What follows belongs to an exercise in optimizing a design on an open flow for small area, a short achievable clock period and few clock cycles per item; a production flow would make more cautious choices.
Where RTL was checked, it was by simulation tests only, not by an equivalence proof against the original.
Power figures rest on the tool's default switching activity, not on a simulated workload.

## the reference run
==> flow/design.v <==
`timescale 1ns/1ns
`default_nettype none
module frame_memory (
  input  logic                                 clock,
  input  logic [16-1:0]               wr_col_n,
  input  logic [8-1:0]               wr_row_n,
  input  logic [6-1:0]               wr_data,
  input  logic [16-1:0]               rd_sel,
  output logic [8*6-1:0]   rd_column
);
  localparam int COL_W = 8 * 6;
  logic [16*COL_W-1:0] storage;
  for (genvar a = 0; a < 16 * 8; a++) begin : g_word
    always_ff @(posedge clock) begin
      if (!wr_col_n[a / 8] && !wr_row_n[a % 8]) begin
        storage[a*6 +: 6] <= wr_data;
      end
    end
  end
  always_comb begin
    rd_column = '0;
    for (int c = 0; c < 16; c++) begin
      rd_column = rd_column | (storage[c*COL_W +: COL_W] & {COL_W{rd_sel[c]}});
    end
  end
endmodule
`default_nettype wire
`timescale 1ns/1ns
`default_nettype none
module pixel_loader (
  input  logic                     clock,
  input  logic                     pix_write,
  input  logic [4-1:0]     pix_col,
  input  logic [3-1:0]     pix_row,
  input  logic [3*8-1:0] pix_rgb,
  output logic [16-1:0]   wr_col_n,
  output logic [8-1:0]   wr_row_n,
  output logic [6-1:0]   wr_data
);
  logic [8-1:0] grey;
  assign grey = (pix_rgb[23:16] >> 2) + (pix_rgb[15:8] >> 1) + (pix_rgb[7:0] >> 2);
  always_ff @(posedge clock) begin
    for (int c = 0; c < 16; c++) wr_col_n[c] <= !(pix_write && pix_col == 4'(c));
    for (int r = 0; r < 8; r++) wr_row_n[r] <= !(pix_row == 3'(r));
    wr_data <= grey[8-1:2];
  end
endmodule
`default_nettype wire
`timescale 1ns/1ns
`default_nettype none
module column_fetch (
  input  logic                     clock,
  input  logic                     reset,
  input  logic                     start,
  input  logic                     wr_col0,
  output logic                     busy,
  output logic [16-1:0]   rd_sel,
  output logic                     first_col,
  output logic                     mask_valid,
  output logic [4-1:0]     mask_col,
  output logic                     done
);
  localparam int N = 16;
  logic [N+2:0] sel;
  logic first_d;
  logic last_d;
  logic held_last;
  logic due;
  logic due_d;
  logic held_due;
  assign due = busy && |sel[N:1];
  assign rd_sel    = sel[N-1:0];
  assign first_col = first_d;
  always_ff @(posedge clock) begin
    if (reset) begin
      first_d    <= 1'b1;
      last_d     <= 1'b0;
      held_last  <= 1'b0;
      due_d      <= 1'b0;
      held_due   <= 1'b0;
    end else begin
      due_d      <= due;
      held_due   <= due_d;
      first_d    <= sel[0];
      last_d     <= sel[N];
      held_last  <= last_d;
    end
  end
  logic step;
  assign step = busy || (start && !wr_col0);
  always_ff @(posedge clock) begin
    sel[0] <= reset || (busy ? sel[N+2] : !step);
    for (int i = 1; i <= N + 2; i++) sel[i] <= !reset && step && sel[i-1];
  end
  always_ff @(posedge clock) begin
    if (reset) begin
      busy       <= 1'b0;
      mask_valid <= 1'b0;
      done       <= 1'b0;
    end else if (!busy) begin
      mask_valid <= 1'b0;
      done       <= 1'b0;
      if (start) busy <= 1'b1;
    end else begin
      mask_valid <= held_due;
      done       <= held_due && held_last;
      if (held_due && held_last) busy <= 1'b0;
    end
  end
  logic showing;
  always_ff @(posedge clock) begin
    showing  <= !reset && held_due;
    mask_col <= showing ? mask_col + 1'b1 : '0;
  end
endmodule
`default_nettype wire
`timescale 1ns/1ns
`default_nettype none
module blur_mask_stage (
  input  logic                               clock,
  input  logic [8*6-1:0] column,
  input  logic                               first_col,
  output logic [8-1:0]             mask_bits
);
  localparam int SW = 6;
  localparam logic [5:0] SAT = 6'(32 + 1);
  logic [8*SW-1:0] column_q;
  logic [5:0] side      [8];
  logic [6:0] fold      [8];
  logic [5:0] part_low  [8];
  logic       part_big  [8];
  logic [SW-1:0] q [8+2];
  logic [5:0] side_next [8];
  logic [1:0] extra [8];
  logic [7:0] part [8];
  logic [6:0] total [8];
  always_comb begin
    q[0] = '0;
    q[8+1] = '0;
    for (int r = 0; r < 8; r++) q[r+1] = column_q[r*SW +: SW];
    for (int r = 0; r < 8; r++) begin
      side_next[r] = 6'(q[r] >> 2) + 6'(q[r+1] >> 1) + 6'(q[r+2] >> 2);
      extra[r]     = 2'(q[r][1]) + 2'(q[r+1][0]) + 2'(q[r+2][1]);
      part[r]      = 8'(fold[r]) + 8'({side[r], 1'b0});
      total[r]     = 7'(part_low[r]) + 7'(side[r]);
    end
  end
  always_ff @(posedge clock) begin
    column_q <= column;
    for (int r = 0; r < 8; r++) begin
      side[r]      <= side_next[r];
      fold[r]      <= 7'(first_col ? 6'd0 : side[r]) + 7'(extra[r]);
      part_low[r]  <= part[r][5:0];
      part_big[r]  <= |part[r][7:6];
      mask_bits[r] <= part_big[r] || (total[r] >= 7'(SAT));
    end
  end
endmodule
`default_nettype wire
`timescale 1ns/1ns
`default_nettype none
module blur_mask_top (
  input  logic                     clock,
  input  logic                     reset,
  input  logic                     pix_write,
  input  logic [4-1:0]     pix_col,
  input  logic [3-1:0]     pix_row,
  input  logic [3*8-1:0] pix_rgb,
  input  logic                     start,
  output logic                     busy,
  output logic                     mask_valid,
  output logic [4-1:0]     mask_col,
  output logic [8-1:0]   mask_bits,
  output logic                     done
);
  logic [16-1:0]              wr_col_n;
  logic [8-1:0]              wr_row_n;
  logic [6-1:0]              wr_data;
  logic [16-1:0]              rd_sel;
  logic                                first_col;
  logic [8*6-1:0]  column;
  pixel_loader loader_i (
    .clock     (clock),
    .pix_write (pix_write),
    .pix_col   (pix_col),
    .pix_row   (pix_row),
    .pix_rgb   (pix_rgb),
    .wr_col_n (wr_col_n),
    .wr_row_n (wr_row_n),
    .wr_data    (wr_data)
  );
  frame_memory memory_i (
    .clock     (clock),
    .wr_col_n (wr_col_n),
    .wr_row_n (wr_row_n),
    .wr_data   (wr_data),
    .rd_sel    (rd_sel),
    .rd_column (column)
  );
  column_fetch fetch_i (
    .clock      (clock),
    .reset      (reset),
    .start      (start),
    .wr_col0    (!wr_col_n[0]),
    .busy       (busy),
    .rd_sel     (rd_sel),
    .first_col  (first_col),
    .mask_valid (mask_valid),
    .mask_col   (mask_col),
    .done       (done)
  );
  blur_mask_stage stage_i (
    .clock     (clock),
    .column    (column),
    .first_col (first_col),
    .mask_bits (mask_bits)
  );
endmodule
`default_nettype wire
clock: 6.0 ns
lec_check: 0
cap_margin: 20
core_margin: 2
core_utilization: 65
cts_cluster_diameter: 100
cts_cluster_size: 30
setup_slack_margin: 3.7
slew_margin: 20
run.sh (not shown) runs the stock make flow with config.mk's settings and CLKGATE_MAP_FILE= SYNTH_SCRIPT=/design/flow/synth_recipe.tcl, a recipe that flattens the netlist after the stock synthesis.
Relative to the reference run, the following input files were edited for the trial run:
--- a/flow/design.v
+++ b/flow/design.v
@@ -84,35 +84,32 @@
       first_d    <= sel[0];
       last_d     <= sel[N];
       held_last  <= last_d;
     end
   end
-  logic step;
-  assign step = busy || (start && !wr_col0);
-  always_ff @(posedge clock) begin
-    sel[0] <= reset || (busy ? sel[N+2] : !step);
-    for (int i = 1; i <= N + 2; i++) sel[i] <= !reset && step && sel[i-1];
-  end
   always_ff @(posedge clock) begin
     if (reset) begin
       busy       <= 1'b0;
+      sel        <= (N+3)'(1);
       mask_valid <= 1'b0;
       done       <= 1'b0;
     end else if (!busy) begin
       mask_valid <= 1'b0;
       done       <= 1'b0;
-      if (start) busy <= 1'b1;
+      if (start) begin
+        busy <= 1'b1;
+        if (!wr_col0) sel <= sel << 1;
+      end
     end else begin
       mask_valid <= held_due;
       done       <= held_due && held_last;
       if (held_due && held_last) busy <= 1'b0;
-    end
-  end
-  logic showing;
-  always_ff @(posedge clock) begin
-    showing  <= !reset && held_due;
-    mask_col <= showing ? mask_col + 1'b1 : '0;
+      sel <= sel[N+2] ? (N+3)'(1) : sel << 1;
+    end
+  end
+  always_ff @(posedge clock) begin
+    mask_col <= mask_valid ? mask_col + 1'b1 : '0;
   end
 endmodule
 `default_nettype wire
 `timescale 1ns/1ns
 `default_nettype none
@@ -125,12 +122,11 @@
   localparam int SW = 6;
   localparam logic [5:0] SAT = 6'(32 + 1);
   logic [8*SW-1:0] column_q;
   logic [5:0] side      [8];
   logic [6:0] fold      [8];
-  logic [5:0] part_low  [8];
-  logic       part_big  [8];
+  logic [5:0] part_sat  [8];
   logic [SW-1:0] q [8+2];
   logic [5:0] side_next [8];
   logic [1:0] extra [8];
   logic [7:0] part [8];
   logic [6:0] total [8];
@@ -140,21 +136,20 @@
     for (int r = 0; r < 8; r++) q[r+1] = column_q[r*SW +: SW];
     for (int r = 0; r < 8; r++) begin
       side_next[r] = 6'(q[r] >> 2) + 6'(q[r+1] >> 1) + 6'(q[r+2] >> 2);
       extra[r]     = 2'(q[r][1]) + 2'(q[r+1][0]) + 2'(q[r+2][1]);
       part[r]      = 8'(fold[r]) + 8'({side[r], 1'b0});
-      total[r]     = 7'(part_low[r]) + 7'(side[r]);
+      total[r]     = 7'(part_sat[r]) + 7'(side[r]);
     end
   end
   always_ff @(posedge clock) begin
     column_q <= column;
     for (int r = 0; r < 8; r++) begin
       side[r]      <= side_next[r];
       fold[r]      <= 7'(first_col ? 6'd0 : side[r]) + 7'(extra[r]);
-      part_low[r]  <= part[r][5:0];
-      part_big[r]  <= |part[r][7:6];
-      mask_bits[r] <= part_big[r] || (total[r] >= 7'(SAT));
+      part_sat[r]  <= (part[r] >= 8'(SAT)) ? SAT : part[r][5:0];
+      mask_bits[r] <= (total[r] >= 7'(SAT));
     end
   end
 endmodule
 `default_nettype wire
 `timescale 1ns/1ns
### Flow results
The share of cell area taken by muxes after synthesis on the trial run is in line with that on the reference run. Looking at worst setup slack after layout across both flows, the trial run is the stronger of the two, with the reference run trailing. For the worst path required time, the trial run came in 1680 ps lower than the reference run did. Looking at cell type of the slowest stage on the worst timing path, the sky130_fd_sc_hd__clkdlybuf4s50_1 result is from the reference run; the sky130_fd_sc_hd__dfxtp_4 one comes from the trial run. Taking the reference run as the reference, in the trial run final cell count without fillers saw an increase; overall power of the completed layout has increased; area of the multi-input gates +about 6%. On area after synthesis, the trial run tracks the reference run almost exactly.
Testbench counts of the trial run, summed over its fixed seeds: cycles 7,056, frames 48.
For the reference run, only the layout was checked, not whether the RTL still works.

## re-timing with driven ports
In the flow no input, the clock included, has a driving cell. The finished layouts below were timed again as built, in two steps. Step 1 (the two cells are an assumption about what drives the block):
set clk [get_ports {clock}]
set_driving_cell -lib_cell sky130_fd_sc_hd__clkbuf_16 $clk
set_driving_cell -lib_cell sky130_fd_sc_hd__buf_2 [delete_from_list [all_inputs] $clk]
Step 2, shift: input delay + t, output delay - t, t = (earliest + latest rising clock arrival at the registers) / 2. This alone moves slack from input paths to output paths. Three values: ideal ports, drivers, drivers and shift; two values: the first two.
run | t, ns | slack for setup (ns) | hold WS [ns] | latest minus earliest clock arrival (ns) | worst data-port slew with drivers (ns)
the reference run | 0.674 | 3.699 / 3.648 / 3.060 | 0.336 / 0.336 / 0.336 | 0.037 / 0.037 | 0.04
the trial run | 0.671 | 3.708 / 3.644 / 3.101 | 0.430 / 0.430 / 0.430 | 0.028 / 0.028 | 0.07
After both steps setup and hold are still met in every run listed. For the reference run, which loses most, drivers alone change the setup slack by -0.051 ns; drivers and shift together by -0.639 ns.
